This is an optimization exercise on Yosys and OpenROAD, whose aim is small area, a short achievable clock period and few clock cycles, not a production implementation.
Only simulation tests tie the RTL to the original design; equivalence was not proved.
Power is estimated from default activity; no workload was simulated.

==> flow/design.v <==
`timescale 1ns/1ps
package mem_burst_pkg;
    localparam int ADDR_W         = 32;
    localparam int BEAT_W         = 64;     
    localparam int BEATS_PER_LINE = 4;
    localparam int LINE_W         = BEAT_W * BEATS_PER_LINE;   
    localparam int BEAT_IDX_W     = 2;      
    localparam int LINE_OFFSET_W  = 5;      
    typedef logic [ADDR_W-1:0] addr_t;
    typedef logic [BEAT_W-1:0] beat_t;
    typedef logic [LINE_W-1:0] line_t;
    typedef struct packed {
        addr_t addr;      
        logic  read;      
        logic  write;     
        line_t wdata;     
    } line_req_t;
    typedef struct packed {
        logic  resp;      
        line_t rdata;     
    } line_resp_t;
endpackage
`timescale 1ns/1ps
module beat_counter (
    input  logic                                      clk,
    input  logic                                      rst_n,
    input  logic                                      beat_advance,   
    output logic [mem_burst_pkg::BEATS_PER_LINE-1:0]  beat_oh
);
    always_ff @(posedge clk) begin
        if (!rst_n) begin
            beat_oh <= 4'b0001;
        end else if (beat_advance) begin
            beat_oh <= {beat_oh[2:0], beat_oh[3]};
        end
    end
endmodule
`timescale 1ns/1ps
module line_assembler (
    input  logic                  clk,
    input  logic                  beat_we,      
    input  logic [2:0]            slot_oh,      
    input  mem_burst_pkg::beat_t  bmem_rdata,
    output mem_burst_pkg::line_t  rd_line
);
    mem_burst_pkg::beat_t beat0, beat1, beat2;
    always_ff @(posedge clk) begin
        if (beat_we && slot_oh[0]) beat0 <= bmem_rdata;
        if (beat_we && slot_oh[1]) beat1 <= bmem_rdata;
        if (beat_we && slot_oh[2]) beat2 <= bmem_rdata;
    end
    assign rd_line = {bmem_rdata, beat2, beat1, beat0};
endmodule
`timescale 1ns/1ps
module write_beat_mux (
    input  mem_burst_pkg::line_t                     wr_line,     
    input  logic [mem_burst_pkg::BEATS_PER_LINE-1:0] beat_oh,     
    output mem_burst_pkg::beat_t                     bmem_wdata
);
    localparam int W = mem_burst_pkg::BEAT_W;
    assign bmem_wdata = ({W{beat_oh[0]}} & wr_line[0*W +: W])
                      | ({W{beat_oh[1]}} & wr_line[1*W +: W])
                      | ({W{beat_oh[2]}} & wr_line[2*W +: W])
                      | ({W{beat_oh[3]}} & wr_line[3*W +: W]);
endmodule
`timescale 1ns/1ps
module burst_req_fsm (
    input  logic                     clk,
    input  logic                     rst_n,
    input  mem_burst_pkg::line_req_t icache_req,
    input  mem_burst_pkg::line_req_t dcache_req,
    input  logic                     bmem_ready,
    input  logic                     bmem_rvalid,
    input  logic                     wr_last,         
    output mem_burst_pkg::addr_t     bmem_addr,
    output logic                     bmem_read,
    output logic                     bmem_write,
    output logic                     wr_advance,      
    output logic [2:0]               rd_slot_oh,      
    output logic                     icache_resp_pulse,
    output logic                     dcache_resp_pulse
);
    logic rd_arm;      
    logic rd_busy;     
    logic wr_busy;     
    logic sel_dcache;  
    logic rd_last_i, rd_last_d;
    logic rd_advance;
    logic idle;
    logic rd_done, wr_done, done;
    logic dcache_want, icache_want;
    logic pick_d, pick_i;
    assign dcache_want = dcache_req.read || dcache_req.write;
    assign icache_want = icache_req.read;                       
    assign idle       = !(rd_arm || rd_busy || wr_busy);
    assign rd_advance = rd_busy && bmem_rvalid;
    assign wr_advance = wr_busy && bmem_ready;
    assign rd_done    = (rd_last_i || rd_last_d) && bmem_rvalid;    
    assign wr_done    = wr_last && bmem_ready;                      
    assign done       = rd_done || wr_done;
    assign pick_d = dcache_want && (idle || (done && !sel_dcache));
    assign pick_i = icache_want && ((idle && !dcache_want) || (done && sel_dcache));
    always_ff @(posedge clk) begin
        if (!rst_n) begin
            rd_arm  <= 1'b0;
            rd_busy <= 1'b0;
            wr_busy <= 1'b0;
        end else if (pick_d || pick_i) begin
            rd_arm  <= pick_i || !dcache_req.write;
            rd_busy <= 1'b0;
            wr_busy <= pick_d && dcache_req.write;              
        end else begin
            if (rd_arm && bmem_ready) begin
                rd_arm  <= 1'b0;
                rd_busy <= 1'b1;
            end
            if (rd_done) rd_busy <= 1'b0;
            if (wr_done) wr_busy <= 1'b0;
        end
    end
    always_ff @(posedge clk) begin
        if (pick_d || pick_i) sel_dcache <= pick_d;
    end
    always_ff @(posedge clk) begin
        if (!rst_n) begin
            rd_slot_oh <= 3'b001;
            rd_last_i  <= 1'b0;
            rd_last_d  <= 1'b0;
        end else if (rd_advance) begin
            rd_slot_oh <= {rd_slot_oh[1:0], rd_last_i || rd_last_d};
            rd_last_i  <= rd_slot_oh[2] && !sel_dcache;
            rd_last_d  <= rd_slot_oh[2] && sel_dcache;
        end
    end
    assign bmem_addr  = sel_dcache ? dcache_req.addr : icache_req.addr;
    assign bmem_read  = rd_arm && bmem_ready;                   
    assign bmem_write = wr_busy;
    assign icache_resp_pulse = rd_last_i && bmem_rvalid;
    assign dcache_resp_pulse = (rd_last_d && bmem_rvalid) || wr_done;
endmodule
`timescale 1ns/1ps
module bmem_controller (
    input  logic                     clk,
    input  logic                     rst_n,
    input  mem_burst_pkg::line_req_t  icache_req,     
    output mem_burst_pkg::line_resp_t icache_resp,
    input  mem_burst_pkg::line_req_t  dcache_req,
    output mem_burst_pkg::line_resp_t dcache_resp,
    output mem_burst_pkg::addr_t     bmem_addr,
    output logic                     bmem_read,
    output logic                     bmem_write,
    output mem_burst_pkg::beat_t     bmem_wdata,
    input  logic                     bmem_ready,
    input  mem_burst_pkg::beat_t     bmem_rdata,
    input  logic                     bmem_rvalid
);
    logic                                     wr_advance;
    logic [mem_burst_pkg::BEATS_PER_LINE-1:0] wr_beat_oh;
    logic [2:0]                               rd_slot_oh;
    logic                                     icache_resp_pulse;
    logic                                     dcache_resp_pulse;
    mem_burst_pkg::line_t                     rd_line;
    burst_req_fsm fsm_i (
        .clk               (clk),
        .rst_n             (rst_n),
        .icache_req        (icache_req),
        .dcache_req        (dcache_req),
        .bmem_ready        (bmem_ready),
        .bmem_rvalid       (bmem_rvalid),
        .wr_last           (wr_beat_oh[3]),
        .bmem_addr         (bmem_addr),
        .bmem_read         (bmem_read),
        .bmem_write        (bmem_write),
        .wr_advance        (wr_advance),
        .rd_slot_oh        (rd_slot_oh),
        .icache_resp_pulse (icache_resp_pulse),
        .dcache_resp_pulse (dcache_resp_pulse)
    );
    beat_counter wr_cnt_i (
        .clk          (clk),
        .rst_n        (rst_n),
        .beat_advance (wr_advance),
        .beat_oh      (wr_beat_oh)
    );
    line_assembler line_asm_i (
        .clk        (clk),
        .beat_we    (bmem_rvalid),       
        .slot_oh    (rd_slot_oh),
        .bmem_rdata (bmem_rdata),
        .rd_line    (rd_line)
    );
    write_beat_mux wr_mux_i (
        .wr_line    (dcache_req.wdata),
        .beat_oh    (wr_beat_oh),
        .bmem_wdata (bmem_wdata)
    );
    assign icache_resp.resp  = icache_resp_pulse;
    assign icache_resp.rdata = rd_line;
    assign dcache_resp.resp  = dcache_resp_pulse;
    assign dcache_resp.rdata = rd_line;
endmodule
`timescale 1ns/1ps
module bmem_top (
    input  logic         clk,
    input  logic         rst_n,
    input  logic [31:0]  icache_addr,
    input  logic         icache_read,
    output logic         icache_resp,
    output logic [255:0] icache_rdata,
    input  logic [31:0]  dcache_addr,
    input  logic         dcache_read,
    input  logic         dcache_write,
    input  logic [255:0] dcache_wdata,
    output logic         dcache_resp,
    output logic [255:0] dcache_rdata,
    output logic [31:0]  bmem_addr,
    output logic         bmem_read,
    output logic         bmem_write,
    output logic [63:0]  bmem_wdata,
    input  logic         bmem_ready,
    input  logic [63:0]  bmem_rdata,
    input  logic         bmem_rvalid
);
    mem_burst_pkg::line_req_t  icache_req_s;
    mem_burst_pkg::line_req_t  dcache_req_s;
    mem_burst_pkg::line_resp_t icache_resp_s;
    mem_burst_pkg::line_resp_t dcache_resp_s;
    assign icache_req_s.addr  = icache_addr;
    assign icache_req_s.read  = icache_read;
    assign icache_req_s.write = 1'b0;
    assign icache_req_s.wdata = '0;
    assign dcache_req_s.addr  = dcache_addr;
    assign dcache_req_s.read  = dcache_read;
    assign dcache_req_s.write = dcache_write;
    assign dcache_req_s.wdata = dcache_wdata;
    bmem_controller ctrl_i (
        .clk         (clk),
        .rst_n       (rst_n),
        .icache_req  (icache_req_s),
        .icache_resp (icache_resp_s),
        .dcache_req  (dcache_req_s),
        .dcache_resp (dcache_resp_s),
        .bmem_addr   (bmem_addr),
        .bmem_read   (bmem_read),
        .bmem_write  (bmem_write),
        .bmem_wdata  (bmem_wdata),
        .bmem_ready  (bmem_ready),
        .bmem_rdata  (bmem_rdata),
        .bmem_rvalid (bmem_rvalid)
    );
    assign icache_resp  = icache_resp_s.resp;
    assign icache_rdata = icache_resp_s.rdata;
    assign dcache_resp  = dcache_resp_s.resp;
    assign dcache_rdata = dcache_resp_s.rdata;
endmodule
==> flow/flow/run.sh <==
#!/bin/bash
# Standard layout, but the port buffers are the smallest buffer (buf_1)
# instead of the resizer's default pick; timing repair may still upsize them.
set -euo pipefail
export BUFFER_PORTS_ARGS="-buffer_cell sky130_fd_sc_hd__buf_1"
bash standard.sh > flow_standard.log 2>&1
==> flow/standard.sh <==
#!/bin/bash
# synth_recipe.tcl (not shown) runs the flow's synth.tcl, then flattens the netlist and writes it again
# the make line also repeats each setting of config.mk as NAME=value (left out here)
make -C /OpenROAD-flow-scripts/flow DESIGN_CONFIG=/design/flow/config.mk WORK_HOME=/design/flow/orfs CLKGATE_MAP_FILE= SYNTH_SCRIPT=/design/flow/synth_recipe.tcl "${@:-finish}"
==> flow/config.mk <==
export PLATFORM = sky130hd
export DESIGN_NAME = bmem_top
export DESIGN_NICKNAME = bmem_top
export VERILOG_FILES = /design/flow/design.v
export SDC_FILE = /design/flow/constraint.sdc
export NUM_CORES = 4
export LEC_CHECK = 0
export CAP_MARGIN = 20
export CORE_AREA = 10 10 370 370
export DIE_AREA = 0 0 380 380
export PLACE_DENSITY = 0.4
export SETUP_SLACK_MARGIN = 2.5
export SLEW_MARGIN = 20
==> flow/constraint.sdc <==
create_clock -name core_clock -period 5.0 [get_ports {clk}]
set_input_delay 1.0000 -clock core_clock [delete_from_list [all_inputs] [get_ports {clk}]]
set_output_delay 1.0000 -clock core_clock [all_outputs]
set_load 0.01 [all_outputs]
==> flow_metrics.tcl, run 1 <==
set metrics [dict create \
    grt.total_usage 0.148 \
    worst_hold_slack_ns 0.494 \
    fin_setup_tns_ns 0 \
    grt_pass1_vias 10788 \
    syn_avg_cell_area_um2 12.5 \
    rsz0062_at_grt "yes" \
    setup_viol 0 \
    multi_input_area_mm2 0.00248 \
    pwr-share-seq 0.359 \
    clock-sinks 205 \
    hold_viol 0 \
    grt_overflow 0 \
    maxCapViolCount 0 \
    p_clk_frac 0.403 \
    grt_pass1_wl_um 138000 \
    clock_path_buffers 3 \
    crit_buf_inv 3 \
    ir_worst_vdd_mv 0.204 \
    via_per_inst 3.07 \
    crit_family "compound AO/OA/AOI/OAI gates" \
    fin_skew_ns 0.0451 \
    most-common-layout-cells "buf_1, edfxtp_1, a22oi_2" \
    cts_hold_buf 0 \
    drcViolationCount 0 \
    yosys.area.top_type_share 0.550 \
    critPathKind "reg2out" \
    die_w_um 380 \
    routed_wl_um 114000 \
    finalMaxSlewViolations 0 \
    grt_max_degree 49 \
    finalCritPeriodShare 0.605 \
    drt-initial-drc-count 807 \
    synth.largest_area_cell "edfxtp_1" \
    antenna_found_initial 62 \
    syn2layout_area_growth_pct 62.5 \
    clk-insertion-delay-late_ns 0.61 \
    std_cell_rows 132 \
    synth_warnings 3 \
    status "no timing/DRC/antenna violations" \
    slowest_delay_ns 0.46 \
    layout_commonest_cell "buf_1" \
    min_path_type "reg2reg" \
    htreeDepth 1 \
    synth_cell_type_count 36 \
    fin_crit_ns 3.02 \
    intPower_uw 3730 \
    synthArstFlopShare 0 \
    cts_buffers 30 \
    syn_area_mm2 0.0105 \
    synth-seq-cells 205 \
    fmax_mhz 331 \
    powerDensity_mw_per_mm2 319 \
    tightest_slew_ns 1.04 \
    route.detailed.wl_per_inst_um 33.9 \
    core_area_mm2 0.129 \
    place_ws_ns 1.85 \
    cp_common_cell "buf_12" \
    start_util 0.0816 \
    die_h_um 380 \
    drtAntennaViolNets 0 \
    nNetsFinal 1978 \
    critPathLaunchType "flip-flop" \
    cts_tree "yes" \
    power.net_switching_uw 1740 \
    slowest_stage "a22oi_2" \
    synth-main-ff-cell "edfxtp_1" \
    drt_first_pass_iters 5 \
    gp_congestion 0.939 \
    syn_nets 1236 \
    cts_root_buf "clkbuf_16" \
    io_pins 1003 \
    clk_pin_slew_ns 0.06 \
    portBuffers 1002 \
    fin_util 0.133 \
    switching_share 0.318 \
    ys_seq_area_frac 0.572 \
    synth-edff-count 193 \
    critPathRequiredTime_ns 4.00 \
    num_vias 10333 \
    synth_area_leaders "edfxtp_1, buf_4, a22oi_1" \
    nFillCells 14849 \
    drive_above_1_share 0.266 \
    p_comb_frac 0.237 \
    regArea_mm2 0.00605 \
    total_power_uw 5470 \
    relSlewSlack 0.306 \
    arrival_ns 2.02 \
    cp_max_fo 12 \
    dieArea_mm2 0.144 \
    dp_hpwl_um 95600 \
    leakagePower_uw 0.00553 \
    worst_slack_ns 1.98 \
    synth_cells 845 \
    worstPathCellList "buf_12, buf_12, a22oi_2, nand2_2, clkbuf_2" \
    end_kind "output pin" \
]
synthesized netlist by cell type, types with 2 or more instances:
| cell type | number |
|---|---|
| buf_4 | 320 |
| edfxtp_1 | 193 |
| a22oi_1 | 128 |
| nand2_1 | 77 |
| mux2_2 | 32 |
| buf_2 | 12 |
| clkbuf_1 | 12 |
| dfxtp_1 | 12 |
| buf_1 | 9 |
| nand3_1 | 8 |
| a21boi_0 | 7 |
| and2_1 | 5 |
| nor3_1 | 3 |
| o211ai_1 | 3 |
| inv_1 | 2 |
| nor2_1 | 2 |
per-stage QoR:
step | area [µm²] | instances
after floorplan | 10500 | 845
after global placement | 14000 | 3247
after detailed placement | 14000 | 3247
after CTS | 16300 | 3346
after global routing | 17100 | 3356
final | 17100 | 3366
power groups by stage:
stage,registers (µW),logic (µW),clock network [µW]
final,1970,1300,2200
after global routing,1970,1370,2400
after CTS,1970,1120,2330
after detailed placement,2030,927,0
after global placement,2030,928,0
after floorplan,2000,466,0
timing repair:
| action | 4_1_cts | 5_1_grt |
|---|---|---|
| pin swaps | 35 | 26 |
| gates resized for setup | 224 | 247 |
| setup endpoints to repair | 197 | 106 |
| cloned | 6 | 3 |
| buffers inserted | 37 | 4 |
flip-flops by register name (all words and copies together), names as in the netlist:
signal,cells
ctrl_i.fsm_i.rd_last_d,1
ctrl_i.line_asm_i.beat0,64
ctrl_i.fsm_i.rd_slot_oh,3
ctrl_i.fsm_i.wr_busy,1
ctrl_i.line_asm_i.beat1,64
ctrl_i.line_asm_i.beat2,64
ctrl_i.fsm_i.rd_busy,1
ctrl_i.wr_cnt_i.beat_oh,4
ctrl_i.fsm_i.rd_last_i,1
ctrl_i.fsm_i.sel_dcache,1
ctrl_i.fsm_i.rd_arm,1
kinds of logic (layout without fill, tap and decap cells):
kind of cell,count (synthesis),in the layout,synth area share
buf+inv,358,1124,0.245
flops,205,205,0.572
compound gates,146,146,0.105
simple gates,104,104,0.0436
mux,32,32,0.0342
other cells,0,13,0
metal layers:
layer | part of all wire | GRT usage
met5 | 0.00080 | 0
met4 | 0.026 | 0.0220
met3 | 0.12 | 0.0727
met2 | 0.50 | 0.265
met1 | 0.36 | 0.159
final timing paths:
path | from | to | slack (ns) | depth (start not counted)
setup / recovery | ctrl_i.wr_cnt_i.beat_oh[1]$_SDFFE_PN0P_ | bmem_wdata[5] | 1.98 | 5
hold / removal | ctrl_i.fsm_i.rd_slot_oh[1]$_SDFFE_PN0P_ | ctrl_i.fsm_i.rd_slot_oh[1]$_SDFFE_PN0P_ | 0.49 | 2
setup reg to reg | ctrl_i.wr_cnt_i.beat_oh[3]$_SDFFE_PN0P_ | ctrl_i.fsm_i.sel_dcache$_DFFE_PP_ | 3.08 | 8
hold reg to reg | ctrl_i.fsm_i.rd_slot_oh[1]$_SDFFE_PN0P_ | ctrl_i.fsm_i.rd_slot_oh[1]$_SDFFE_PN0P_ | 0.49 | 2
worst reg2reg max path: stages, from the launching register on:
cell,delay [ns]
dfxtp_4,0.36
buf_12,0.14
buf_16,0.18
buf_16,0.20
nand2_8,0.08
buf_4,0.15
a21boi_0,0.23
o21a_1,0.20
or2_1,0.12
final cells by class:
class / count / share of cell area
diodes: 13 / 0.00190
clock inverters: 23 / 0.0132
inverters: 2 / 0.000438
well taps: 1742 / 0.127
repair buffers: 1066 / 0.313
multi-input cells: 282 / 0.145
flip-flops and latches: 205 / 0.353
clock buffers: 33 / 0.0457
Testbench counts, summed over its fixed seeds: cycles 13,461.
==> run 2: changes to the inputs <==
--- a/flow/config.mk
+++ b/flow/config.mk
@@ -11,3 +11,3 @@
 export PLACE_DENSITY = 0.4
-export SETUP_SLACK_MARGIN = 2.5
+export SETUP_SLACK_MARGIN = 3.0
 export SLEW_MARGIN = 20
==> run 2 against run 1 <==
  * Non-clock buffer count grew 112
  * Sequential share of layout area is 8.0 points lower
  * Critical path depth up 2
  * Maximum frequency increased by 4.2%
  * Highest routed layer unchanged
  * Synthesized cell count unchanged
  * Largest power group unchanged
  * Clock skew increased by 0.0036 ns
==> flow_metrics.tcl, run 2 <==
set metrics [dict create \
    synth_common_cells "buf_4, edfxtp_1, a22oi_1" \
    drt-initial-drc-count 746 \
    via_per_inst 3.15 \
    switching_share 0.304 \
    fin_crit_ns 2.90 \
    maxCapViolCount 0 \
    grt.total_usage 0.157 \
    critPathKind "reg2out" \
    synth-seq-cells 205 \
    grt_overflow 0 \
    critPathLaunchType "flip-flop" \
    grt_pass1_vias 11384 \
    dp_hpwl_um 95900 \
    intPower_uw 4020 \
    synth_area_leaders "edfxtp_1, buf_4, a22oi_1" \
    ir_worst_vdd_mv 0.219 \
    syn2layout_area_growth_pct 111 \
    yosys.area.top_type_share 0.550 \
    num_vias 10931 \
    status "no timing/DRC/antenna violations" \
    synth-edff-count 193 \
    drtAntennaViolNets 0 \
    min_path_type "reg2reg" \
    cts_tree "yes" \
    grt_max_degree 27 \
    portBuffers 1002 \
    synth-main-ff-cell "edfxtp_1" \
    clk-insertion-delay-late_ns 0.60 \
    cts_hold_buf 0 \
    antenna_found_initial 66 \
    powerDensity_mw_per_mm2 260 \
    route.detailed.wl_per_inst_um 34.6 \
    hold_viol 0 \
    clock-sinks 205 \
    synth_cell_type_count 36 \
    pwr-share-seq 0.342 \
    synth_warnings 3 \
    nNetsFinal 2095 \
    p_comb_frac 0.302 \
    stdcell_area_mm2 0.0222 \
    start_util 0.0816 \
    relSlewSlack 0.506 \
    top_regs "ctrl_i.line_asm_i.beat0: 64 flops, ctrl_i.line_asm_i.beat1: 64 flops, ctrl_i.line_asm_i.beat2: 64 flops" \
    htreeDepth 1 \
    power.net_switching_uw 1760 \
    most-common-layout-cells "buf_6, buf_1, edfxtp_1" \
    synth.most_common_cell "buf_4" \
    syn_area_mm2 0.0105 \
    gp_congestion 0.841 \
    critPathRequiredTime_ns 4.00 \
    cp_max_fo 5 \
    die_w_um 380 \
    leakagePower_uw 0.00864 \
    place_area_mm2 0.0148 \
    drive_above_1_share 0.622 \
    fmax_mhz 345 \
    end_kind "output pin" \
    finalCritPeriodShare 0.580 \
    core_area_mm2 0.129 \
    std_cell_rows 132 \
    syn_avg_cell_area_um2 12.5 \
    layout_commonest_cell "buf_6" \
    synth_cells 845 \
    setup_viol 0 \
    syn_nets 1236 \
    finalMaxSlewViolations 0 \
    grt_pass1_wl_um 147000 \
    cts_buffers 29 \
    tightest_slew_ns 0.741 \
    io_pins 1003 \
    fin_setup_tns_ns 0 \
    rsz0062_at_grt "yes" \
    dieArea_mm2 0.144 \
    fin_skew_ns 0.0487 \
    p_clk_frac 0.356 \
    ys_seq_area_frac 0.572 \
    synthArstFlopShare 0 \
    synth.largest_area_cell "edfxtp_1" \
    arrival_ns 1.90 \
    drt_first_pass_iters 5 \
    clock_path_buffers 3 \
    routed_wl_um 120000 \
    drcViolationCount 0 \
    cts_root_buf "clkbuf_16" \
    clk_pin_slew_ns 0.07 \
    nFillCells 14356 \
    die_h_um 380 \
]
run 2: cell counts after synthesis:
Identical to the previous run, type by type.
run 2: worst paths after layout:
check / start / endpoint / slack (ns) / depth (start not counted)
setup reg to reg: ctrl_i.fsm_i.sel_dcache$_DFFE_PP_ / ctrl_i.fsm_i.sel_dcache$_DFFE_PP_ / 3.12 / 7
hold / removal: ctrl_i.fsm_i.rd_last_d$_SDFFE_PN0P_ / ctrl_i.fsm_i.rd_last_d$_SDFFE_PN0P_ / 0.59 / 2
hold reg to reg: ctrl_i.fsm_i.rd_last_d$_SDFFE_PN0P_ / ctrl_i.fsm_i.rd_last_d$_SDFFE_PN0P_ / 0.59 / 2
setup / recovery: ctrl_i.wr_cnt_i.beat_oh[0]$_SDFFE_PN1P_ / bmem_wdata[17] / 2.10 / 7
run 2: critical path, stage by stage (launching register included):
cell and delay, ns:
dfxtp_4 0.36, buf_12 0.15, buf_12 0.15, buf_12 0.12, buf_16 0.14, a22oi_2 0.15, nand2_1 0.07, buf_2 0.14
run 2: per-layer routing:
metal	wire (µm)	up-vias	GRT usage	share of wire
met2	59000	784	0.274	0.49
li1	-	4494	-	-
met5	60	-	0	0.00050
met4	1260	8	0.0108	0.010
met1	48800	5520	0.192	0.41
met3	11000	125	0.0566	0.091
run 2: final cells by class:
| class | instances | area (µm²) | area share |
|---|---|---|---|
| Clock buffer | 32 | 737 | 0.0332 |
| Tap cell | 1742 | 2180 | 0.0982 |
| Clock inverter | 21 | 188 | 0.00845 |
| Sequential cell | 205 | 6060 | 0.273 |
| Inverter | 2 | 7.51 | 0.000338 |
| Multi-Input combinational cell | 288 | 2780 | 0.125 |
| Timing Repair Buffer | 1178 | 10200 | 0.461 |
| Antenna cell | 4 | 10.0 | 0.000451 |
run 2: timing repair:
item                        CTS  global route
gates resized for setup    1477           227
hold endpoints to repair      0             0
buffers inserted            139             8
gates cloned                 17             1
pin swaps                    87            44
setup endpoints to repair   809           613
run 2: cell families (layout without fill, tap and decap cells):
family,count (synthesis),count (layout),share of synthesized area
AO/OA/AOI/OAI,146,146,0.105
buffers and inverters,358,1233,0.245
flip-flops,205,205,0.572
multiplexers,32,32,0.0342
other,0,4,0
AND/OR/NAND/NOR,104,110,0.0436
run 2: stage by stage:
step / power [µW] / cells / hold WS (ns) / setup WS [ns] / utilization
finish: 5780 / 3472 / 0.585 / 2.10 / 0.172
global route: 6020 / 3468 / 0.544 / 1.99 / 0.172
CTS: 5850 / 3459 / 0.528 / 1.95 / 0.168
detailed placement: 3060 / 3250 / 0.495 / 1.68 / 0.115
global placement: 3060 / 3250 / 0.492 / 1.70 / 0.115
floorplan: 2590 / 845 / 0.457 / 2.73 / -
run 2: power by group through the flow:
stage	Sequential (µW)	Clock, µW	Combinational [µW]
finish	1980	2060	1740
global route	1980	2210	1830
CTS	1970	2160	1720
detailed placement	2040	0	1010
global placement	2040	0	1020
floorplan	2000	0	591
==> run 3: changes to the inputs <==
==> flow/flow/run.sh (replaced) <==
#!/bin/bash
# Standard layout with two changes: a fixed pin plan (written by flow/pins.py and sourced
# at the end of floorplan through ORFS's IO_CONSTRAINTS hook) that keeps each bit slice's
# ports together, and buf_1 as the port buffer instead of the resizer's default pick.
set -euo pipefail
python3 flow/pins.py 380 > pins.tcl 2> pins.log
export IO_CONSTRAINTS="$PWD/pins.tcl"
export BUFFER_PORTS_ARGS="-buffer_cell sky130_fd_sc_hd__buf_1"
bash standard.sh > flow_standard.log 2>&1
==> flow/flow/pins.py (new file) <==
#!/usr/bin/env python3
"""Writes pins.tcl, a fixed pin plan for bmem_top on a square die (side given, um).

The control pins sit at the middle of the bottom edge; next to them, going outward,
the address slices (icache_addr[a], bmem_addr[a], dcache_addr[a]) and then the write
slices (the four dcache_wdata bits that bmem_wdata[k] selects from, and bmem_wdata[k]),
wrapping round the bottom corners. The read slices (bmem_rdata[k] with the eight rdata
outputs it feeds) are spread over the rest of the edge. Every path from an input to an
output then stays inside one slice."""
import sys

side = float(sys.argv[1]) if len(sys.argv) > 1 else 380.0
margin = 12.0
M2_OFF, M2_PITCH = 0.23, 0.46     # vertical layer, bottom and top edges
M3_OFF, M3_PITCH = 0.34, 0.68     # horizontal layer, left and right edges
STEP = 2                          # every second track, as place_pins does by default

def tracks(off, pitch):
    out = []
    i = 0
    while True:
        v = off + pitch * i
        if v > side - margin:
            break
        if v >= margin:
            out.append(round(v, 3))
        i += STEP
    return out

xs = tracks(M2_OFF, M2_PITCH)
ys = tracks(M3_OFF, M3_PITCH)
# slots as (edge, coordinate)
bottom = [("B", x) for x in xs]
top = [("T", x) for x in xs]
left = [("L", y) for y in ys]
right = [("R", y) for y in ys]

ctl = ["icache_read", "dcache_read", "dcache_write", "bmem_write", "bmem_ready", "bmem_read",
       "bmem_rvalid", "icache_resp", "dcache_resp", "rst_n", "clk"]
addr = [[f"icache_addr[{a}]", f"bmem_addr[{a}]", f"dcache_addr[{a}]"] for a in range(32)]
wr = [[f"dcache_wdata[{k}]", f"dcache_wdata[{k+64}]", f"bmem_wdata[{k}]",
       f"dcache_wdata[{k+128}]", f"dcache_wdata[{k+192}]"] for k in range(64)]
rd = [[f"icache_rdata[{k}]", f"dcache_rdata[{k}]", f"icache_rdata[{k+64}]", f"dcache_rdata[{k+64}]",
       f"bmem_rdata[{k}]", f"icache_rdata[{k+192}]", f"dcache_rdata[{k+192}]",
       f"icache_rdata[{k+128}]", f"dcache_rdata[{k+128}]"] for k in range(64)]

# Walk outward from the bottom centre: the left path runs to the bottom-left corner then up
# the left edge; the right path to the bottom-right corner then up the right edge.
mid = len(bottom) // 2
c0 = mid - len(ctl) // 2
assign = {}
for i, n in enumerate(ctl):
    assign[n] = bottom[c0 + i]
lpath = bottom[:c0][::-1] + left
rpath = bottom[c0 + len(ctl):] + right
li = ri = 0
half_a = len(addr) // 2
half_w = len(wr) // 2
lseq = addr[:half_a] + wr[:half_w]
rseq = addr[half_a:] + wr[half_w:]
for g in lseq:
    for n in g[::-1]:
        assign[n] = lpath[li]; li += 1
for g in rseq:
    for n in g:
        assign[n] = rpath[ri]; ri += 1
# Remaining slots: up the rest of the left edge, across the top, down the right edge.
rest = left[li - len(bottom[:c0]):] if li > c0 else left
rest_r = right[ri - len(bottom[c0 + len(ctl):]):] if ri > len(bottom) - c0 - len(ctl) else right
free = rest + top + rest_r[::-1]
n_rd = sum(len(g) for g in rd)
assert n_rd <= len(free), (n_rd, len(free))
# spread the read groups evenly over the free slots
gap = (len(free) - n_rd) / len(rd)
pos = 0.0
for g in rd:
    p = int(round(pos))
    for j, n in enumerate(g):
        assign[n] = free[p + j]
    pos += len(g) + gap

assert len(set(assign.values())) == len(assign) == 1003, len(assign)
lines = []
for n, (e, v) in sorted(assign.items()):
    if e == "B":
        lines.append(f"place_pin -pin_name {{{n}}} -layer met2 -location {{{v} 0.24}} -pin_size {{0.14 0.48}}")
    elif e == "T":
        lines.append(f"place_pin -pin_name {{{n}}} -layer met2 -location {{{v} {side-0.24:.3f}}} -pin_size {{0.14 0.48}}")
    elif e == "L":
        lines.append(f"place_pin -pin_name {{{n}}} -layer met3 -location {{0.4 {v}}} -pin_size {{0.8 0.3}}")
    else:
        lines.append(f"place_pin -pin_name {{{n}}} -layer met3 -location {{{side-0.4:.3f} {v}}} -pin_size {{0.8 0.3}}")
print("\n".join(lines))
--- a/flow/config.mk
+++ b/flow/config.mk
@@ -11,3 +11,2 @@
 export PLACE_DENSITY = 0.4
-export SETUP_SLACK_MARGIN = 3.0
 export SLEW_MARGIN = 20
==> run 3 against run 2 <==
  * Core utilization shrank 5.8 points
  * Non-clock buffer count shrank 168
  * Global-route usage shrank 11 points
  * Setup slack lost 0.43 ns
  * Clock-buffer cell count shrank 1
  * Combinational power shrank 61%
  * Critical path type unchanged
==> flow_metrics.tcl, run 3 <==
set metrics [dict create \
    tightest_slew_ns 0.939 \
    cp_max_fo 35 \
    fin_skew_ns 0.0265 \
    grt_pass1_vias 9407 \
    synth-main-ff-cell "edfxtp_1" \
    fin_setup_tns_ns 0 \
    nNetsFinal 1917 \
    clock_path_buffers 3 \
    ys_seq_area_frac 0.572 \
    syn2layout_area_growth_pct 39.9 \
    grt_overflow 0 \
    regToRegSetupSlack_ns 2.68 \
    nFillCells 14969 \
    finalMaxSlewViolations 0 \
    cts_buffers 25 \
    clk-insertion-delay-late_ns 0.58 \
    gp_congestion 0.679 \
    synth_cells 845 \
    synth.most_common_cell "buf_4" \
    post_cts_buffers 0 \
    synth-edff-count 193 \
    finalCritPeriodShare 0.667 \
    drt_first_pass_iters 4 \
    cts_resized 0 \
    layout_commonest_cell "buf_1" \
    route.detailed.wl_per_inst_um 11.3 \
    diodes 0 \
    hold_viol 0 \
    syn_area_mm2 0.0105 \
    stdcell_area_mm2 0.0148 \
    worstPathCellList "buf_4, a22oi_1, nand2_1, buf_1" \
    leakagePower_uw 0.00418 \
    drtAntennaViolNets 0 \
    rr_endpoint "ctrl_i.fsm_i.sel_dcache$_DFFE_PP_" \
    synth_common_cells "buf_4, edfxtp_1, a22oi_1" \
    grt.total_usage 0.0455 \
    grt_pass1_wl_um 53700 \
    die_h_um 380 \
    holdPathStages 2 \
    cts_root_buf "clkbuf_16" \
    clock-sinks 205 \
    min_path_type "reg2reg" \
    slowest_delay_ns 0.83 \
    num_vias 8463 \
    fmax_mhz 300 \
    io_pins 0 \
    synth-seq-cells 205 \
    cts_hold_buf 0 \
    total_power_uw 4390 \
    hold_end "ctrl_i.fsm_i.rd_slot_oh[1]$_SDFFE_PN0P_" \
    setup_viol 0 \
    critPathRequiredTime_ns 4.00 \
    std_cell_rows 132 \
    fin_util 0.114 \
    antenna_found_initial 0 \
    arrival_ns 2.33 \
    syn_avg_cell_area_um2 12.5 \
    dr_wl_met2_um 20000 \
    ir_worst_vdd_mv 0.218 \
    relSlewSlack 0.374 \
    place_area_mm2 0.0140 \
    clk_pin_slew_ns 0.05 \
    rsz0062_at_grt "no" \
    dp_hpwl_um 28600 \
    drt-initial-drc-count 351 \
    core_area_mm2 0.129 \
    fin_crit_ns 3.33 \
    slowest_stage "dfxtp_2" \
    syn_nets 1236 \
    drive_above_1_share 0.0557 \
    yosys.area.top_type_share 0.550 \
    routed_wl_um 37100 \
    synth.largest_area_cell "edfxtp_1" \
    top_regs "ctrl_i.line_asm_i.beat0: 64 flops, ctrl_i.line_asm_i.beat1: 64 flops, ctrl_i.line_asm_i.beat2: 64 flops" \
    dieArea_mm2 0.144 \
    m1WireLength_um 12500 \
    r2r-start "ctrl_i.wr_cnt_i.beat_oh[3]$_SDFFE_PN0P_" \
    dp.cells 3241 \
    end_kind "output pin" \
    cts_tree "yes" \
    grt_max_degree 48 \
    powerDensity_mw_per_mm2 297 \
    status "no timing/DRC/antenna violations" \
    htreeDepth 1 \
    portBuffers 1002 \
    most-common-layout-cells "buf_1, edfxtp_1, a22oi_1" \
    drcViolationCount 0 \
    synth_cell_type_count 36 \
    critPathKind "reg2out" \
    top_layer "met4" \
    synth_warnings 3 \
    fin_cells 3286 \
    die_w_um 380 \
    start_util 0.0816 \
    wl_met3_um 3050 \
    maxCapViolCount 0 \
    synth_area_leaders "edfxtp_1, buf_4, a22oi_1" \
    min_from "ctrl_i.fsm_i.rd_slot_oh[1]$_SDFFE_PN0P_" \
    via_per_inst 2.58 \
    synthArstFlopShare 0 \
    reg2regPathDepth 5 \
    critPathLaunchType "flip-flop" \
]
==> run 3: logic make-up after synthesis <==
logic type      synth area share
mux                       0.0342
simple gates              0.0436
flops                      0.572
buf+inv                    0.245
compound gates             0.105
==> run 3: worst max-delay path by stage <==
stage	startpoint	endpoint	slack [ns]
3_3_place_gp	bmem_rvalid	ctrl_i.line_asm_i.beat2[10]$_DFFE_PP_	1.95
5_1_grt	ctrl_i.wr_cnt_i.beat_oh[3]$_SDFFE_PN0P_	bmem_wdata[16]	1.48
3_5_place_dp	bmem_rvalid	ctrl_i.line_asm_i.beat2[11]$_DFFE_PP_	1.94
2_1_floorplan	bmem_rvalid	ctrl_i.line_asm_i.beat0[0]$_DFFE_PP_	1.88
4_1_cts	ctrl_i.wr_cnt_i.beat_oh[2]$_SDFFE_PN0P_	bmem_wdata[54]	1.57
6_report	ctrl_i.wr_cnt_i.beat_oh[2]$_SDFFE_PN0P_	bmem_wdata[62]	1.67
==> run 3: layout make-up <==
| type | instances | area [µm²] | area share |
|---|---|---|---|
| sequential | 205 | 6040 | 0.410 |
| timing repair buffer | 1010 | 3820 | 0.259 |
| tap | 1742 | 2180 | 0.148 |
| multi-input combinational | 282 | 1940 | 0.131 |
| clock buffer | 31 | 648 | 0.0439 |
| clock inverter | 14 | 116 | 0.00789 |
| inverter | 2 | 7.51 | 0.000509 |
==> run 3: worst max-delay path: cells and delay by family, from the launching register on <==
kind	cells	cell delay (ns)
buffers and inverters	2	0.66
AND/OR/NAND/NOR	1	0.10
AO/OA/AOI/OAI	1	0.16
flip-flops	1	0.83
==> run 3: per-layer routing <==
metal / up-vias / track usage
li1: 4094 / -
met1: 3896 / 0.0431
met2: 430 / 0.0881
met3: 43 / 0.0145
met4: 0 / 0.0201
met5: - / 0
==> run 3: power by group <==
part	switching, µW	internal, µW
Combinational	403	276
Sequential	38.1	1930
Clock	728	1010
==> run 3: stage by stage <==
step	hold slack, ns	setup slack (ns)
finish	0.489	1.67
global route	0.518	1.48
CTS	0.497	1.57
detailed placement	0.488	1.94
global placement	0.475	1.95
floorplan	0.452	1.88
==> run 4: changes to the inputs <==
--- a/flow/config.mk
+++ b/flow/config.mk
@@ -11,2 +11,3 @@
 export PLACE_DENSITY = 0.4
+export SETUP_SLACK_MARGIN = 2.5
 export SLEW_MARGIN = 20
==> run 4 against run 3 <==
  * Clock skew grew 0.0068 ns
  * Core utilization grew 1.1 points
  * Combinational power grew 24%
  * Sequential cell count is the same
  * Synthesized area is the same
  * Routed wire length grew 10%
  * Via count grew 3.9%
  * Clock-buffer cell count shrank 3
  * Largest power group unchanged
  * Still clean
  * Register-to-register slack gained 0.40 ns
  * Design area grew 9.8%
  * Cell count grew 1.3%
  * Largest cell class unchanged
  * Highest routed layer unchanged
==> flow_metrics.tcl, run 4 <==
set metrics [dict create \
    status "no timing/DRC/antenna violations" \
    fin_skew_ns 0.0333 \
    hold_viol 0 \
    startpoint "ctrl_i.fsm_i.sel_dcache$_DFFE_PP_" \
    place_area_mm2 0.0140 \
    nNetsFinal 1959 \
    synth.largest_area_cell "edfxtp_1" \
    syn_nets 1236 \
    cts_hold_buf 0 \
    min_from "ctrl_i.fsm_i.rd_slot_oh[1]$_SDFFE_PN0P_" \
    drtAntennaViolNets 0 \
    synth_cell_type_count 36 \
    leakagePower_uw 0.00480 \
    dp_hpwl_um 28300 \
    die_w_um 380 \
    start_util 0.0816 \
    cts_root_buf "clkbuf_16" \
    critPathKind "reg2out" \
    drt_first_pass_iters 4 \
    htreeDepth 1 \
    synth.most_common_cell "buf_4" \
    finalCritPeriodShare 0.538 \
    place_ws_ns 1.96 \
    layout_commonest_cell "buf_1" \
    grt_pass1_wl_um 56300 \
    drive_above_1_share 0.179 \
    drcViolationCount 0 \
    reg2regPathDepth 2 \
    finalMaxSlewViolations 0 \
    top_regs "ctrl_i.line_asm_i.beat0: 64 flops, ctrl_i.line_asm_i.beat1: 64 flops, ctrl_i.line_asm_i.beat2: 64 flops" \
    clock-sinks 205 \
    route.detailed.wl_per_inst_um 12.3 \
    worst_slack_ns 2.31 \
    tightest_slew_ns 0.972 \
    drt-initial-drc-count 229 \
    most-common-layout-cells "buf_1, edfxtp_1, a22oi_2" \
    synth-main-ff-cell "edfxtp_1" \
    synth-seq-cells 205 \
    critPathRequiredTime_ns 4.00 \
    fin_setup_tns_ns 0 \
    setup_viol 0 \
    synth_warnings 3 \
    worst_hold_slack_ns 0.490 \
    rsz0062_at_grt "yes" \
    portBuffers 1002 \
    arrival_ns 1.69 \
    fin_crit_ns 2.69 \
    stdcell_area_mm2 0.0162 \
    ir_worst_vdd_mv 0.214 \
    synth-edff-count 193 \
    diodes 0 \
    syn2layout_area_growth_pct 53.7 \
    syn_avg_cell_area_um2 12.5 \
    via_per_inst 2.64 \
    r2r-start "ctrl_i.fsm_i.rd_slot_oh[2]$_SDFFE_PN0P_" \
    holdPathStages 2 \
    clk-insertion-delay-late_ns 0.58 \
    syn_area_mm2 0.0105 \
    synth_cells 845 \
    relSlewSlack 0.352 \
    die_h_um 380 \
    grt_pass1_vias 9778 \
    critPathLaunchType "flip-flop" \
    rr_endpoint "ctrl_i.line_asm_i.beat2[35]$_DFFE_PP_" \
    cp_max_fo 7 \
    num_vias 8795 \
    antenna_found_initial 0 \
    min_path_type "reg2reg" \
    core_area_mm2 0.129 \
    fmax_mhz 372 \
    std_cell_rows 132 \
    synth_common_cells "buf_4, edfxtp_1, a22oi_1" \
    grt.total_usage 0.0483 \
    cts_buffers 25 \
    routed_wl_um 40900 \
    grt_overflow 0 \
    io_pins 0 \
    dieArea_mm2 0.144 \
    regToRegSetupSlack_ns 3.08 \
    yosys.area.top_type_share 0.550 \
    synthArstFlopShare 0 \
    ys_seq_area_frac 0.572 \
    end_kind "output pin" \
    clk_pin_slew_ns 0.06 \
    grt_max_degree 48 \
    maxCapViolCount 0 \
    cts_tree "yes" \
    hold_end "ctrl_i.fsm_i.rd_slot_oh[1]$_SDFFE_PN0P_" \
    clock_path_buffers 3 \
    synth_area_leaders "edfxtp_1, buf_4, a22oi_1" \
    gp_congestion 0.685 \
    powerDensity_mw_per_mm2 278 \
]
## run 4: final cells by class
class	instances	area (µm²)
multi-input combinational	282	2400
clock buffer	28	637
fill	14792	113000
tap	1742	2180
inverter	2	7.51
sequential	205	6050
clock inverter	17	111
timing repair buffer	1052	4820
## run 4: repair_timing
item | CTS | global route
endpoints found under the hold margin | 0 | 0
buffers inserted | 17 | 8
gates resized for setup | 120 | 98
endpoints found under the setup margin | 99 | 98
gates cloned | 8 | 9
pin swaps | 21 | 17
## run 4: worst max path at each step
stage / to / depth (start not counted)
6_report: bmem_addr[16] / 4
5_1_grt: bmem_addr[11] / 4
4_1_cts: bmem_addr[13] / 4
3_5_place_dp: ctrl_i.line_asm_i.beat1[15]$_DFFE_PP_ / 3
3_3_place_gp: ctrl_i.line_asm_i.beat2[34]$_DFFE_PP_ / 3
2_1_floorplan: ctrl_i.line_asm_i.beat2[0]$_DFFE_PP_ / 2
## run 4: metrics by stage
step,utilization,instances,power (µW)
finish,0.125,3328,4500
global route,0.125,3328,4740
CTS,0.120,3311,4590
detailed placement,0.108,3241,2700
global placement,0.108,3241,2700
floorplan,-,845,2470
## run 4: worst max-delay path: stages, from the launching register on
cell and delay (ns):
edfxtp_1 0.34, buf_4 0.16, clkbuf_16 0.16, mux2_2 0.32, buf_1 0.13
## run 4: where the power goes
part           internal, µW  switching, µW  leakage [µW]
clock                   959            740      0.000369
combinational           381            464       0.00254
sequential             1930           28.4       0.00189
total                  3270           1230       0.00480
## run 4: logic make-up (layout without fill, tap and decap cells)
group,Yosys count,in the layout,share of synthesized area
buffers and inverters,358,1099,0.245
flip-flops,205,205,0.572
AO/OA/AOI/OAI,146,146,0.105
AND/OR/NAND/NOR,104,104,0.0436
multiplexers,32,32,0.0342
## run 4: layer usage
layer  track usage  vias to the layer above  wire length, µm
li1              -                     4186                -
met1        0.0488                     4131            15000
met2        0.0908                      435            21100
met3        0.0148                       43             3380
met4        0.0205                        0             1460
met5             0                        -                0
==> run 5: changes to the inputs <==
--- a/flow/config.mk
+++ b/flow/config.mk
@@ -11,3 +11,3 @@
 export PLACE_DENSITY = 0.4
-export SETUP_SLACK_MARGIN = 2.5
+export SETUP_SLACK_MARGIN = 2.8
 export SLEW_MARGIN = 20
==> run 5 against run 4 <==
  * Clock-buffer cell count is 3 lower
  * Die area is the same
  * Critical path depth unchanged
  * Non-clock buffer count grew 85
  * Cell count grew 2.6%
  * Clock power grew 6%
  * Combinational power rose by 49%
  * Critical path type unchanged
  * Highest routed layer unchanged
==> flow_metrics.tcl, run 5 <==
set metrics [dict create \
    portBuffers 1002 \
    grt_max_degree 26 \
    rsz0062_at_grt "yes" \
    cts_root_buf "clkbuf_16" \
    synth_warnings 3 \
    critPathLaunchType "flip-flop" \
    gp_congestion 0.691 \
    most-common-layout-cells "buf_1, edfxtp_1, buf_6" \
    clk-insertion-delay-late_ns 0.58 \
    clock_path_buffers 3 \
    grt_pass1_wl_um 65900 \
    synth_cells 845 \
    min_path_type "reg2reg" \
    drt_first_pass_iters 4 \
    syn_avg_cell_area_um2 12.5 \
    drcViolationCount 0 \
    synth_compound_area_frac 0.105 \
    num_vias 9320 \
    clock-sinks 205 \
    multi_input_area_mm2 0.00273 \
    nFillCells 14448 \
    fin_util 0.150 \
    maxCapViolCount 0 \
    syn2layout_area_growth_pct 83.8 \
    finalMaxSlewViolations 0 \
    clk_pin_slew_ns 0.06 \
    syn_nets 1236 \
    synthAdderAreaFrac 0 \
    io_pins 0 \
    fin_skew_ns 0.0123 \
    synth-edff-count 193 \
    synthXorXnorAreaFrac 0 \
    synth_cell_type_count 36 \
    grt_overflow 0 \
    synth_common_cells "buf_4, edfxtp_1, a22oi_1" \
    drive_above_1_share 0.459 \
    start_util 0.0816 \
    std_cell_rows 132 \
    synth-main-ff-cell "edfxtp_1" \
    cts_buffers 25 \
    arrival_ns 1.74 \
    leakagePower_uw 0.00699 \
    cp_max_fo 7 \
    synthArstFlopShare 0 \
    synthSimpleGateAreaFrac 0.0436 \
    layout_commonest_cell "buf_1" \
    die_w_um 380 \
    via_per_inst 2.73 \
    critPathKind "reg2out" \
    tightest_slew_ns 0.952 \
    drt-initial-drc-count 279 \
    cts_tree "yes" \
    hold_viol 0 \
    diodes 0 \
    powerDensity_mw_per_mm2 259 \
    dp_hpwl_um 30400 \
    ys_seq_area_frac 0.572 \
    drtAntennaViolNets 0 \
    critPathRequiredTime_ns 4.00 \
    grt_pass1_vias 10452 \
    dieArea_mm2 0.144 \
    regArea_mm2 0.00605 \
    syn_area_mm2 0.0105 \
    top_regs "ctrl_i.line_asm_i.beat0: 64 flops, ctrl_i.line_asm_i.beat1: 64 flops, ctrl_i.line_asm_i.beat2: 64 flops" \
    core_area_mm2 0.129 \
    grt.total_usage 0.0584 \
    muxShareOfSynthArea 0.0342 \
    yosys.area.top_type_share 0.550 \
    synth_top_family_by_area "buffers and inverters" \
    die_h_um 380 \
    cts_hold_buf 0 \
    finalCritPeriodShare 0.548 \
    end_kind "output pin" \
    synth.most_common_cell "buf_4" \
    ir_worst_vdd_mv 0.229 \
    fin_setup_tns_ns 0 \
    synth_area_leaders "edfxtp_1, buf_4, a22oi_1" \
    relSlewSlack 0.366 \
    routed_wl_um 47200 \
    antenna_found_initial 0 \
    synth-seq-cells 205 \
    fmax_mhz 365 \
    status "no timing/DRC/antenna violations" \
    synth.largest_area_cell "edfxtp_1" \
    nNetsFinal 2047 \
    route.detailed.wl_per_inst_um 13.8 \
    setup_viol 0 \
    fin_crit_ns 2.74 \
    htreeDepth 1 \
]
-- run 5: cell counts after synthesis --
Identical to the previous run, type by type.
-- run 5: timing repair --
item / CTS / global route
buffers inserted: 104 / 9
setup endpoints to repair: 525 / 384
pin swaps: 55 / 15
hold endpoints to repair: 0 / 0
gates resized for setup: 607 / 255
gates cloned: 12 / 5
-- run 5: layout make-up --
cell class,count,area share
Multi-Input combinational cell,285,0.141
Inverter,2,0.000387
Sequential cell,205,0.312
Clock inverter,18,0.00852
Clock buffer,25,0.0323
Tap cell,1742,0.112
Timing Repair Buffer,1137,0.393
-- run 5: cell families (layout without fill, tap and decap cells) --
| group | Yosys count | in the layout |
|---|---|---|
| simple gates | 104 | 107 |
| buf+inv | 358 | 1182 |
| flops | 205 | 205 |
| compound gates | 146 | 146 |
| mux | 32 | 32 |
-- run 5: per-stage QoR --
stage	instance area (µm²)	hold slack (ns)	std cells	setup WS, ns	power [µW]
2_1_floorplan	11300	0.452	845	2.65	2560
3_3_place_gp	14800	0.480	3241	1.96	2810
3_5_place_dp	14800	0.474	3241	1.92	2810
4_1_cts	18800	0.509	3400	2.20	5030
5_1_grt	19400	0.556	3414	2.19	5280
6_report	19400	0.509	3414	2.26	5020
-- run 5: worst paths after layout --
path | startpoint | to | slack, ns | depth (start not counted)
worst max-delay path | ctrl_i.fsm_i.sel_dcache$_DFFE_PP_ | bmem_addr[18] | 2.26 | 4
worst min-delay path | ctrl_i.fsm_i.rd_last_d$_SDFFE_PN0P_ | ctrl_i.fsm_i.rd_last_d$_SDFFE_PN0P_ | 0.51 | 2
worst max register to register | ctrl_i.fsm_i.sel_dcache$_DFFE_PP_ | ctrl_i.fsm_i.sel_dcache$_DFFE_PP_ | 3.06 | 7
worst min register to register | ctrl_i.fsm_i.rd_last_d$_SDFFE_PN0P_ | ctrl_i.fsm_i.rd_last_d$_SDFFE_PN0P_ | 0.51 | 2
-- run 5: report_power, final --
| group | total, µW | internal [µW] | switching [µW] |
|---|---|---|---|
| sequential | 1960 | 1930 | 30.5 |
| clock | 1800 | 1050 | 748 |
| combinational | 1260 | 708 | 556 |
-- run 5: per-layer routing --
metal / GRT usage / vias to the layer above / wire (µm)
li1: - / 4362 / -
met1: 0.0600 / 4465 / 17200
met2: 0.110 / 443 / 25000
met3: 0.0167 / 50 / 3310
met4: 0.0222 / 0 / 1660
met5: 0 / - / 0
-- run 5: worst max-delay path, cell delays in order, from the launching register on --
cell and delay, ns:
edfxtp_1 0.41, buf_6 0.16, clkbuf_16 0.16, mux2_4 0.31, buf_6 0.13
==> run 6: changes to the inputs <==
--- a/flow/config.mk
+++ b/flow/config.mk
@@ -11,3 +11,3 @@
 export PLACE_DENSITY = 0.4
-export SETUP_SLACK_MARGIN = 2.8
+export SETUP_SLACK_MARGIN = 2.0
 export SLEW_MARGIN = 20
==> run 6 against run 5 <==
  * Sequential share of layout area increased by 9.6 points
  * First-iteration DRC count decreased by 31%
  * Critical path type unchanged
  * Clock skew increased by 0.021 ns
  * Largest cell class is now flip-flops and latches
  * Register-to-register slack improved by 0.02 ns
==> flow_metrics.tcl, run 6 <==
set metrics [dict create \
    status "no timing/DRC/antenna violations" \
    synthArstFlopShare 0 \
    setup_viol 0 \
    routed_wl_um 37200 \
    synth.largest_area_cell "edfxtp_1" \
    place_ws_ns 1.96 \
    end_kind "output pin" \
    nFillCells 14925 \
    nNetsFinal 1921 \
    grtUsageMet3 0.0147 \
    worst_slack_ns 2.16 \
    critPathRequiredTime_ns 4.00 \
    slowest_stage "dfxtp_4" \
    grt_overflow 0 \
    clock_path_buffers 3 \
    multi_input_area_mm2 0.00194 \
    syn2layout_area_growth_pct 40.4 \
    start_util 0.0816 \
    via_per_inst 2.60 \
    most-common-layout-cells "buf_1, edfxtp_1, a22oi_1" \
    syn_area_mm2 0.0105 \
    clk_pin_slew_ns 0.06 \
    synth-seq-cells 205 \
    grtUsageMet1 0.0433 \
    cts_buffers 25 \
    drt-initial-drc-count 193 \
    arrival_ns 1.84 \
    busiest_layer "met2" \
    met2_usage 0.0882 \
    slowest_delay_ns 0.50 \
    regToRegSetupSlack_ns 3.08 \
    fin_skew_ns 0.0329 \
    die_w_um 380 \
    layout_commonest_cell "buf_1" \
    hold_viol 0 \
    htreeDepth 1 \
    tightest_slew_ns 0.994 \
    grt_pass1_vias 9545 \
    fmax_mhz 352 \
    gp_congestion 0.685 \
    antenna_found_initial 0 \
    ys_seq_area_frac 0.572 \
    grt_max_degree 48 \
    drcViolationCount 0 \
    holdPathStages 2 \
    powerDensity_mw_per_mm2 294 \
    cts_root_buf "clkbuf_16" \
    min_path_type "reg2reg" \
    synth_common_cells "buf_4, edfxtp_1, a22oi_1" \
    relSlewSlack 0.337 \
    syn_avg_cell_area_um2 12.5 \
    synth_warnings 3 \
    drt_first_pass_iters 4 \
    rsz0062_at_grt "no" \
    cp_max_fo 34 \
    top_regs "ctrl_i.line_asm_i.beat0: 64 flops, ctrl_i.line_asm_i.beat1: 64 flops, ctrl_i.line_asm_i.beat2: 64 flops" \
    grt.total_usage 0.0456 \
    cts_tree "yes" \
    critPathLaunchType "flip-flop" \
    leakagePower_uw 0.00420 \
    synth_cells 845 \
    syn_nets 1236 \
    io_pins 0 \
    fin_util 0.115 \
    maxCapViolCount 0 \
    synth_cell_type_count 36 \
    clock-sinks 205 \
    fin_setup_tns_ns 0 \
    regArea_mm2 0.00605 \
    portBuffers 1002 \
    synth-edff-count 193 \
    fin_crit_ns 2.84 \
    drive_above_1_share 0.0594 \
    dieArea_mm2 0.144 \
    yosys.area.top_type_share 0.550 \
    ir_worst_vdd_mv 0.214 \
    synth_area_leaders "edfxtp_1, buf_4, a22oi_1" \
    die_h_um 380 \
    finalCritPeriodShare 0.568 \
    critPathKind "reg2out" \
    reg2regPathDepth 2 \
    num_vias 8552 \
    route.detailed.wl_per_inst_um 11.3 \
    synth-main-ff-cell "edfxtp_1" \
    drtAntennaViolNets 0 \
    finalMaxSlewViolations 0 \
    dp_hpwl_um 28300 \
    grt_pass1_wl_um 53800 \
    synth.most_common_cell "buf_4" \
    cts_hold_buf 0 \
    core_area_mm2 0.129 \
    worstPathCellList "buf_6, a22oi_1, nand2_1, buf_1" \
    diodes 0 \
    std_cell_rows 132 \
    clk-insertion-delay-late_ns 0.58 \
]
-- run 6: cell types whose count changed in the layout (fill, tap and decap cells not counted), sizes merged --
cell / change
clkbuf: -161
buf: +41
and2: -3
bufinv: -2
inv: +1
-- run 6: worst paths after layout --
check	startpoint	to
hold reg to reg	ctrl_i.fsm_i.rd_slot_oh[1]$_SDFFE_PN0P_	ctrl_i.fsm_i.rd_slot_oh[1]$_SDFFE_PN0P_
setup reg to reg	ctrl_i.fsm_i.rd_slot_oh[0]$_SDFFE_PN1P_	ctrl_i.line_asm_i.beat0[35]$_DFFE_PP_
setup / recovery	ctrl_i.wr_cnt_i.beat_oh[0]$_SDFFE_PN1P_	bmem_wdata[19]
hold / removal	ctrl_i.fsm_i.rd_slot_oh[1]$_SDFFE_PN0P_	ctrl_i.fsm_i.rd_slot_oh[1]$_SDFFE_PN0P_
-- run 6: final cells by class --
| cell class | instances | area share |
|---|---|---|
| multi-input cells | 282 | 0.131 |
| well taps | 1742 | 0.147 |
| repair buffers | 1014 | 0.262 |
| inverters | 2 | 0.000507 |
| clock inverters | 17 | 0.00752 |
| flip-flops and latches | 205 | 0.409 |
| clock buffers | 28 | 0.0430 |
-- run 6: critical path, delay by kind of cell, from the launching register on --
family / cells / cell delay [ns]
compound gates: 1 / 0.15
simple gates: 1 / 0.08
buf+inv: 2 / 0.49
flops: 1 / 0.50
-- run 6: metal layers --
metal / routed length [µm] / share of wire
met1: 12500 / 0.34
met2: 20000 / 0.54
met3: 3170 / 0.085
met4: 1460 / 0.039
met5: 0 / 0
-- run 6: what timing repair did --
action / 4_1_cts / 5_1_grt
setup buffers: 4 / 0
resized for setup: 8 / 0
setup endpoints to repair: 65 / 0
-- run 6: cell families after synthesis --
family | share of synthesized area
compound gates | 0.105
simple gates | 0.0436
buf+inv | 0.245
mux | 0.0342
flops | 0.572
-- run 6: power by group --
part | switching [µW] | internal, µW
registers | 32.2 | 1930
logic | 411 | 280
clock network | 740 | 959
-- run 6: stage by stage --
stage          hold WS (ns)  total power (µW)  cell area [µm²]  cells
6_report              0.490              4350            14800   3290
5_1_grt               0.514              4590            14800   3290
4_1_cts               0.497              4500            14800   3290
3_5_place_dp          0.489              2700            14000   3241
3_3_place_gp          0.474              2700            14000   3241
2_1_floorplan         0.452              2470            10500    845
==> run 7: changes to the inputs <==
--- a/flow/config.mk
+++ b/flow/config.mk
@@ -11,3 +11,3 @@
 export PLACE_DENSITY = 0.4
-export SETUP_SLACK_MARGIN = 2.0
+export SETUP_SLACK_MARGIN = 2.35
 export SLEW_MARGIN = 20
==> run 7 against run 6 <==
  * Total power up 3.8%
  * Synthesized cell count unchanged
  * Non-clock buffer count up 20
  * Clock power about the same
  * First-iteration DRC count up 7.8%
  * Clock skew down 0.00053 ns
  * Register-to-register slack about the same
  * Sequential share of layout area down 2.2 points
  * Die area unchanged
  * Hold slack about the same
  * Sequential power about the same
  * Largest cell class unchanged
==> flow_metrics.tcl, run 7 <==
set metrics [dict create \
    total_power_uw 4520 \
    startpoint "ctrl_i.fsm_i.sel_dcache$_DFFE_PP_" \
    portBuffers 1002 \
    drtAntennaViolNets 0 \
    core_area_mm2 0.129 \
    leakagePower_uw 0.00463 \
    num_vias 8634 \
    p_comb_frac 0.191 \
    syn_nets 1236 \
    yosys.area.top_type_share 0.550 \
    finalMaxSlewViolations 0 \
    p_clk_frac 0.376 \
    std_cell_rows 132 \
    synth_area_leaders "edfxtp_1, buf_4, a22oi_1" \
    rsz0062_at_grt "yes" \
    hold_end "ctrl_i.fsm_i.rd_slot_oh[1]$_SDFFE_PN0P_" \
    drcViolationCount 0 \
    finalCritPeriodShare 0.538 \
    syn2layout_area_growth_pct 48.4 \
    syn_avg_cell_area_um2 12.5 \
    reg2regPathDepth 2 \
    fin_skew_ns 0.0323 \
    top_regs "ctrl_i.line_asm_i.beat0: 64 flops, ctrl_i.line_asm_i.beat1: 64 flops, ctrl_i.line_asm_i.beat2: 64 flops" \
    hold_viol 0 \
    gp_congestion 0.685 \
    arrival_ns 1.69 \
    routed_wl_um 38800 \
    status "no timing/DRC/antenna violations" \
    synth_common_cells "buf_4, edfxtp_1, a22oi_1" \
    powerDensity_mw_per_mm2 289 \
    pwr-share-seq 0.433 \
    drive_above_1_share 0.154 \
    critPathRequiredTime_ns 4.00 \
    relSlewSlack 0.350 \
    nFillCells 14867 \
    clock-sinks 205 \
    cts_hold_buf 0 \
    io_pins 0 \
    drt_first_pass_iters 4 \
    dp_hpwl_um 28300 \
    synth_cells 845 \
    via_per_inst 2.61 \
    cts_root_buf "clkbuf_16" \
    synth-seq-cells 205 \
    synth.largest_area_cell "edfxtp_1" \
    ir_worst_vdd_mv 0.214 \
    grt_max_degree 48 \
    regToRegSetupSlack_ns 3.09 \
    die_w_um 380 \
    min_path_type "reg2reg" \
    dieArea_mm2 0.144 \
    synth-main-ff-cell "edfxtp_1" \
    synth.most_common_cell "buf_4" \
    cts_tree "yes" \
    power.net_switching_uw 1230 \
    fin_crit_ns 2.69 \
    fin_cells 3310 \
    synth-edff-count 193 \
    clk-insertion-delay-late_ns 0.58 \
    ys_seq_area_frac 0.572 \
    route.detailed.wl_per_inst_um 11.7 \
    grt_pass1_vias 9657 \
    layout_commonest_cell "buf_1" \
    min_from "ctrl_i.fsm_i.rd_slot_oh[1]$_SDFFE_PN0P_" \
    synthArstFlopShare 0 \
    end_kind "output pin" \
    grt_pass1_wl_um 55100 \
    clk_pin_slew_ns 0.06 \
    r2r-start "ctrl_i.fsm_i.rd_slot_oh[2]$_SDFFE_PN0P_" \
    htreeDepth 1 \
    die_h_um 380 \
    nNetsFinal 1941 \
    critPathLaunchType "flip-flop" \
    cts_buffers 25 \
    dp.cells 3241 \
    worst_hold_slack_ns 0.490 \
    grt_overflow 0 \
    clock_path_buffers 3 \
    critPathKind "reg2out" \
    diodes 0 \
    intPower_uw 3280 \
    synth_warnings 3 \
    cp_max_fo 7 \
    grt.total_usage 0.0470 \
    antenna_found_initial 0 \
    drt-initial-drc-count 208 \
    maxCapViolCount 0 \
    most-common-layout-cells "buf_1, edfxtp_1, nand2_1" \
    switching_share 0.273 \
    fin_setup_tns_ns 0 \
    setup_viol 0 \
    syn_area_mm2 0.0105 \
    holdPathStages 2 \
    synth_cell_type_count 36 \
    rr_endpoint "ctrl_i.line_asm_i.beat2[35]$_DFFE_PP_" \
    tightest_slew_ns 0.974 \
    fmax_mhz 372 \
    start_util 0.0816 \
]
==> run 7: layer usage <==
layer / track usage / vias up / routed length (µm)
met1: 0.0459 / 4022 / 13600
li1: - / 4148 / -
met4: 0.0200 / 0 / 1430
met5: 0 / - / 0
met2: 0.0899 / 425 / 20700
met3: 0.0148 / 39 / 3140
==> run 7: what timing repair did <==
action	4_1_cts	5_1_grt
gates resized for setup	102	68
setup endpoints to repair	99	96
cloned	4	3
setup buffers	17	0
==> run 7: cells by family (layout without fill, tap and decap cells) <==
family                 Yosys count  after routing  share of synthesized area
AO/OA/AOI/OAI                  146            146                      0.105
flip-flops                     205            205                      0.572
AND/OR/NAND/NOR                104            104                     0.0436
buffers and inverters          358           1081                      0.245
multiplexers                    32             32                     0.0342
==> run 7: worst max-delay path by stage <==
stage / cells past startpoint / end / slack (ns)
floorplan: 2 / ctrl_i.line_asm_i.beat2[0]$_DFFE_PP_ / 2.58
global placement: 3 / ctrl_i.line_asm_i.beat2[34]$_DFFE_PP_ / 1.96
detailed placement: 3 / ctrl_i.line_asm_i.beat1[15]$_DFFE_PP_ / 1.96
CTS: 4 / bmem_addr[13] / 2.24
global route: 4 / bmem_addr[11] / 2.21
finish: 4 / bmem_addr[16] / 2.31
==> run 7: worst max-delay path, cell delays in order, from the launching register on <==
cell and delay, ns:
edfxtp_1 0.34, buf_4 0.16, clkbuf_16 0.16, mux2_2 0.32, buf_1 0.13
==> run 7: cell type report <==
class / instances / area [µm²] / share of cell area
Clock buffer: 28 / 637 / 0.0407
Timing Repair Buffer: 1034 / 4410 / 0.282
Clock inverter: 17 / 111 / 0.00712
Sequential cell: 205 / 6050 / 0.387
Tap cell: 1742 / 2180 / 0.139
Inverter: 2 / 7.51 / 0.000480
Multi-Input combinational cell: 282 / 2260 / 0.144
==> run 7: per-stage QoR <==
stage / instance area (µm²) / utilization / worst slack, ns
finish: 15600 / 0.121 / 2.31
global route: 15600 / 0.121 / 2.21
CTS: 15400 / 0.119 / 2.24
detailed placement: 14000 / 0.108 / 1.96
global placement: 14000 / 0.108 / 1.96
floorplan: 10500 / - / 2.58
==> run 7: power by group through the flow <==
stage	sequential (µW)	clock (µW)	combinational (µW)
after detailed placement	2000	0	696
after floorplan	2000	0	466
final	1950	1700	862
after global placement	2000	0	695
after CTS	1960	1830	823
after global routing	1960	1860	938

[re-timing with driven ports]
No port has a modelled driver above. Below, the same layouts with a new extraction and two added sets of constraints.
Step 1 assumes that a clkbuf_16 drives the clock port and a buf_2 every other input.
Step 2 moves the port delays by t, midway between the first and last clock arrival at a register: inputs arrive t later, outputs are due t later. That takes back most of the time a late clock gives input paths.
Three values: ideal, step 1, step 2; two values: the first two.
run | t, ns | slack for setup (ns) | worst data-port slew with drivers (ns) | pins driven straight from the clock port
run 1 | 0.655 | 1.977 / 1.915 / 2.084 | 0.24 | 1
run 2 | 0.635 | 2.098 / 2.037 / 2.151 | 0.27 | 1
run 3 | 0.617 | 1.667 / 1.616 / 2.008 | 0.05 | 1
run 4 | 0.619 | 2.309 / 2.257 / 2.231 | 0.06 | 1
run 5 | 0.625 | 2.259 / 2.207 / 2.407 | 0.07 | 1
run 6 | 0.619 | 2.159 / 2.107 / 2.004 | 0.06 | 1
run 7 | 0.619 | 2.309 / 2.257 / 2.205 | 0.06 | 1
After both steps every run listed still meets setup and hold. For run 6, which loses most, drivers alone change the setup slack by -0.052 ns; drivers and shift together by -0.155 ns.
